From an optimization exercise on the open Yosys and OpenROAD flow, aimed at small area, a short achievable clock period and few clock cycles; shortcuts taken in it are not production practice.
Function was checked by simulation only, so behaviour that the tests miss may differ from the original.
Power is estimated from default activity; no workload was simulated.

run A:
==> flow/design.v (excerpt) <==
module nmea_gga_sentence_parser (
	input wire logic clk,
	input wire logic arst_n,
	input wire logic char_valid,
	output logic char_stall,
	input wire logic [7:0] char_byte,
	input wire logic char_last,
	output logic res_valid,
	input wire logic res_stall,
	output logic [2:0] res_status,
	output logic [6:0] res_hours,
	output logic [6:0] res_mins,
	output logic [6:0] res_secs,
	output logic [31:0] res_lat_e7,
	output logic [7:0] res_lat_hemi,
	output logic [31:0] res_lon_e7,
	output logic [7:0] res_lon_hemi
);
	logic iv_q;
	logic [7:0] ib_q;
	logic il_q;
	logic idig_q;
	logic icom_q;
	logic init_q;
	logic clr_q;
	logic done_q;
	logic [7:0] cnt_q, cnt_n;
	logic long_q, long_n;
	logic prefix_q, prefix_n;
	logic [3:0] comma_q, comma_n;
	logic [2:0] tidx_q, tidx_n;
	logic intok_q, intok_n;
	logic [2:0] tlen_q, tlen_n;
	logic tbad_q, tbad_n;
	logic [7:0] hnew_q [2];
	logic [7:0] hnew_n [2];
	logic hseen_q [2];
	logic hseen_n [2];
	logic [6:0] pair_q [3];
	logic [6:0] pair_n [3];
	logic [2:0] st_q, st_n;
	logic tm_n;
	logic cm_n;
	logic tm_q;
	logic cm_q;
	logic [1:0] cmk_q;
	logic [1:0] hold_n;
	logic busy_q;
	logic tg_q;
	logic lw_q;
	logic lon_wait_n;
	logic take_n;
	logic done_n;
  ...
Size: about 1300 cells after synthesis, about 220 flip-flops, ~120 I/O pins, ~13000 µm² of cells after synthesis.
==> flow/config.mk <==
export PLATFORM = sky130hd
export DESIGN_NAME = nmea_gga_sentence_parser
export DESIGN_NICKNAME = nmea_gga_sentence_parser
export VERILOG_FILES = /design/flow/design.v
export SDC_FILE = /design/flow/constraint.sdc
export NUM_CORES = 4
export LEC_CHECK = 0
export CAP_MARGIN = 20
export CORE_MARGIN = 2
export CORE_UTILIZATION = 60
export SLEW_MARGIN = 20
==> flow/constraint.sdc <==
create_clock -name core_clock -period 11.0 [get_ports {clk}]
set_input_delay 2.2000 -clock core_clock [delete_from_list [all_inputs] [get_ports {clk}]]
set_output_delay 2.2000 -clock core_clock [all_outputs]
set_load 0.01 [all_outputs]
standard.sh (not shown) runs the stock make flow with config.mk's settings and CLKGATE_MAP_FILE= SYNTH_SCRIPT=/design/flow/synth_recipe.tcl, a recipe that flattens the netlist after the stock synthesis.
==> flow/flow/run.sh <==
#!/bin/bash
# The standard layout (the standard.sh: standard synthesis, floorplan, placement,
# CTS, routing) with two changes to how it is made: timing repair aims for more setup
# slack than the clock needs, and the port buffers are the small sky130 buffer.
set -e
bash standard.sh SETUP_SLACK_MARGIN=7 'BUFFER_PORTS_ARGS=-buffer_cell sky130_fd_sc_hd__buf_1' finish > standard.log 2>&1
No stage failed in run A, and the final checks on the layout all came back clean.
Testbench counts of run A, summed over its fixed seeds: cycles 25,028.
Here is what was changed in the inputs of run B compared with run A.
- an added CTS_CLUSTER_SIZE of 24
- an added CTS_CLUSTER_DIAMETER of 60
- a change of CORE_UTILIZATION from 60 to 40
==> summary.txt <==
Delta (run B minus run A): overall via count from detail_route dropped 242; setup slack higher; number of tap cells added at floorplan has increased.
Diff run A -> run B: time the final worst path needs with I/O delays and setup now sits lower; worst-path maximum fanout now sits lower; path length in cells of the critical path now sits higher; total power after layout now sits lower.
Run B and run A ended up with roughly the same sequential power.
Going from run A to run B, clock network area share grows by 0.85 points.
--- input diff run B..run C ---
- clearing CTS_CLUSTER_SIZE, which used to be 24
- clearing CTS_CLUSTER_DIAMETER, which used to be 60
-- flow/flow/run.sh --
<<< run B, line 6
bash standard.sh SETUP_SLACK_MARGIN=7 'BUFFER_PORTS_ARGS=-buffer_cell sky130_fd_sc_hd__buf_1' finish > standard.log 2>&1
>>> run C, line 6
bash standard.sh SETUP_SLACK_MARGIN=6.5 'BUFFER_PORTS_ARGS=-buffer_cell sky130_fd_sc_hd__buf_1' finish > standard.log 2>&1
Findings:
Run C vs run B: count of non-filler cells in the finished layout down in run C
Going from run B to run C, total non-filler cell area in the finished layout decreased by about 4% relative to the old numbers; footprint of the flip-flops and latches closely matched the old numbers.
--- input diff run C..run D ---
-- flow/flow/run.sh --
<<< run C, line 6
bash standard.sh SETUP_SLACK_MARGIN=6.5 'BUFFER_PORTS_ARGS=-buffer_cell sky130_fd_sc_hd__buf_1' finish > standard.log 2>&1
>>> run D, line 6
bash standard.sh SETUP_SLACK_MARGIN=7 'BUFFER_PORTS_ARGS=-buffer_cell sky130_fd_sc_hd__buf_1' finish > standard.log 2>&1
Notes after the runs:
In the tables for run D and run C, layout buffering overhead excluding clock cells reads lower with run C. Run D vs run C on power consumption: run D is the higher one. The placed standard-cell area of run D is higher than that of run C. u_back.rs_q[0] as the timing endpoint of the critical path was reported by run D, and u_back.rs_q[1] by run C. Sort run D and run C by design area asc -> top: run C.

========
Setup of run 4:
nmea_gga_sentence_parser, a different RTL version from the one above (not shown whole).
Size: about 1400 cells after synthesis, roughly 210 flip-flops, about 120 I/O pins.
export LEC_CHECK = 0
export CAP_MARGIN = 20
export CORE_MARGIN = 2
export CORE_UTILIZATION = 40
export CTS_BUF_LIST = sky130_fd_sc_hd__clkbuf_4
export SLEW_MARGIN = 20
create_clock -name core_clock -period 11.0 [get_ports {clk}]
==> flow/flow/run.sh <==
#!/bin/bash
# The standard layout (the standard.sh: standard synthesis, floorplan, placement,
# CTS, routing) with two changes to how it is made: timing repair aims for more setup
# slack than the clock needs, and the port buffers are the small sky130 buffer.
set -e
bash standard.sh SETUP_SLACK_MARGIN=6.5 'BUFFER_PORTS_ARGS=-buffer_cell sky130_fd_sc_hd__buf_1' finish > standard.log 2>&1
Run 4 | stages: all done | timing, DRC, antenna: all pass
Testbench counts of run 4, summed over its fixed seeds: cycles 25,028.
#### Input delta (run 2 over run 4)
==> flow/flow/run.sh <==
#!/bin/bash
# The standard layout (the standard.sh: standard synthesis, floorplan, placement,
# CTS, routing) with timing repair aiming for more setup slack than the clock needs.
set -e
bash standard.sh SETUP_SLACK_MARGIN=6.5 finish > standard.log 2>&1
--- a/flow/config.mk
+++ b/flow/config.mk
@@ -11 +10,0 @@
-export CTS_BUF_LIST = sky130_fd_sc_hd__clkbuf_4
### Flow results
Share of the cycle needed by the critical path after routing of run 2 is on par with run 4.
Re relative area of non-clock buffer cells in the final design: run 2 is 3.7 points up on run 4.
Per the comparison of run 2 with run 4, fraction of final layout cells sized beyond drive strength 1 moved down; synthesized-area fraction occupied by xor and xnor cells level.
In run 2, the required time of the worst setup path came out 180 ps below the value in run 4.
Portion of total power attributed to the clock network ends up higher on run 2.
In run 2, the overall power of the completed layout came out about 2% above the value in run 4.
Compared with run 4, run 2 has extra setup slack.
Per the comparison of run 2 with run 4, hold slack decreased 4.7 ps; H-tree depth now smaller; maximum clock frequency comparable.

========
Setup of wip/willow:
Another version of the RTL of nmea_gga_sentence_parser (not shown whole).
Size in the first run: about 220 flip-flops, ~120 I/O pins, ~0.013 mm2 of cells after synthesis.
Settings: LEC_CHECK=0, CAP_MARGIN=20, CORE_MARGIN=2, CORE_UTILIZATION=40, CTS_CLUSTER_DIAMETER=80, CTS_CLUSTER_SIZE=24, SLEW_MARGIN=20; clock period 11.0 ns.
==> flow/flow/run.sh <==
#!/bin/bash
# The standard layout (the standard.sh: standard synthesis, floorplan, placement,
# CTS, routing) with two changes to how it is made: timing repair aims for more setup
# slack than the clock needs, and the port buffers are the small sky130 buffer.
set -e
bash standard.sh SETUP_SLACK_MARGIN=7 'BUFFER_PORTS_ARGS=-buffer_cell sky130_fd_sc_hd__buf_1' finish > standard.log 2>&1
Testbench counts of wip/willow, summed over its fixed seeds: cycles 25,028.
The inputs of wip/nickel differ from those of wip/willow as listed below.
# wip/willow
export LEC_CHECK = 0
export CAP_MARGIN = 20
export CORE_MARGIN = 2
export CORE_UTILIZATION = 40
export CTS_CLUSTER_DIAMETER = 80
export CTS_CLUSTER_SIZE = 24
export SLEW_MARGIN = 20
create_clock -name core_clock -period 11.0 [get_ports {clk}]
# wip/nickel
export LEC_CHECK = 0
export CAP_MARGIN = 20
export CORE_MARGIN = 2
export CORE_UTILIZATION = 40
export SLEW_MARGIN = 20
create_clock -name core_clock -period 11.0 [get_ports {clk}]
==> comparison <==
Changes observed in wip/nickel relative to wip/willow: worst hold slack -0.0071 ns, core utilization grew by 1.4 points.
Compared with wip/willow, wip/nickel shows a lower critical path depth.
wip/nickel against wip/willow: cell area power density saw an increase; design area saw an increase; total count of hold-check failures in the final report saw little to no change; number of buffers on the longest clock path saw little to no change.
Sort wip/willow and wip/nickel by power asc -> top: wip/willow
wip/nickel: worst path buffer plus inverter count 1 below wip/willow
Routed wire length is higher on wip/nickel
Relative to wip/nickel, the following input files were edited for wip/cedar:
# wip/nickel
export LEC_CHECK = 0
export CAP_MARGIN = 20
export CORE_MARGIN = 2
export CORE_UTILIZATION = 40
export SLEW_MARGIN = 20
create_clock -name core_clock -period 11.0 [get_ports {clk}]
# wip/cedar
export LEC_CHECK = 0
export CAP_MARGIN = 20
export CORE_MARGIN = 2
export CORE_UTILIZATION = 40
export CTS_CLUSTER_DIAMETER = 100
export CTS_CLUSTER_SIZE = 30
export SLEW_MARGIN = 20
create_clock -name core_clock -period 11.0 [get_ports {clk}]
==> summary.txt <==
Between wip/cedar and wip/nickel, it is wip/cedar whose setup slack of the most critical reg-to-reg path is higher, by 0.05 ns. Cmp wip/cedar vs wip/nickel: buffers inserted during post-CTS setup optimization higher in wip/cedar. Worst hold-check slack: wip/cedar vs wip/nickel up 0.011 ns.
Input changes introduced in wip/zinc (baseline for comparison: wip/cedar):
--- a/flow/flow/run.sh
+++ b/flow/flow/run.sh
@@ -6 +6 @@
-bash standard.sh SETUP_SLACK_MARGIN=7 'BUFFER_PORTS_ARGS=-buffer_cell sky130_fd_sc_hd__buf_1' finish > standard.log 2>&1
+bash standard.sh SETUP_SLACK_MARGIN=6.8 'BUFFER_PORTS_ARGS=-buffer_cell sky130_fd_sc_hd__buf_1' finish > standard.log 2>&1
Results
Of wip/zinc and wip/cedar, the run reporting the lower number of nets in the finished design was wip/zinc.
Of wip/zinc and wip/cedar, the run reporting the higher routed length on met1 was wip/cedar.
Per the comparison of wip/zinc with wip/cedar, arrival time of data at the critical path endpoint has increased; global-route usage over all layers now smaller; final design area excluding fillers lower; setup slack decreased by 0.11 ns relative to the old numbers.
Between wip/cedar and wip/zinc, routed wire length decreased.
Re part of the total power dissipated in combinational logic: wip/zinc and wip/cedar aren't equal, and the higher value belongs to wip/cedar.
Overall power of the completed layout on wip/zinc is down relative to wip/cedar.
Compare wip/zinc and wip/cedar | worst-case reg-to-reg path depth lower: wip/zinc

-- re-timing with driven ports --
No port has a modelled driver above. Below, the same layouts with a new extraction and two added sets of constraints.
Step 1, drivers: a clkbuf_16 drives clk and a buf_2 each remaining input, both assumed.
Step 2 moves the port delays by t, midway between the first and last clock arrival at a register: inputs arrive t later, outputs are due t later. That takes back most of the time a late clock gives input paths.
a / b / c = ideal ports / drivers / drivers and shift; a / b = the first two.
| run | shift t [ns] | slack for setup (ns) | hold WS [ns] | latest minus earliest clock arrival (ns) | pins driven straight from the clock port |
|---|---|---|---|---|---|
| run A | 0.548 | 6.753 / 6.753 / 6.753 | 0.435 / 0.435 / 0.435 | 0.021 / 0.021 | 1 |
| run B | 0.571 | 6.774 / 6.774 / 6.774 | 0.446 / 0.446 / 0.446 | 0.038 / 0.038 | 1 |
| run C | 0.568 | 6.609 / 6.609 / 6.609 | 0.446 / 0.446 / 0.446 | 0.024 / 0.025 | 1 |
| run D | 0.571 | 6.791 / 6.791 / 6.791 | 0.443 / 0.443 / 0.443 | 0.017 / 0.017 | 1 |
| run 4 | 0.744 | 6.539 / 6.539 / 6.539 | 0.448 / 0.448 / 0.448 | 0.033 / 0.033 | 1 |
| run 2 | 0.580 | 6.550 / 6.550 / 6.550 | 0.443 / 0.443 / 0.443 | 0.012 / 0.012 | 1 |
| wip/willow | 0.530 | 7.051 / 7.051 / 7.051 | 0.452 / 0.452 / 0.452 | 0.016 / 0.016 | 1 |
| wip/nickel | 0.585 | 7.026 / 7.013 / 7.026 | 0.445 / 0.445 / 0.445 | 0.026 / 0.027 | 1 |
| wip/cedar | 0.520 | 7.072 / 7.053 / 7.072 | 0.456 / 0.456 / 0.456 | 0.057 / 0.057 | 1 |
| wip/zinc | 0.522 | 6.966 / 6.966 / 6.966 | 0.457 / 0.457 / 0.457 | 0.058 / 0.058 | 1 |
After both steps every run listed still meets setup and hold.
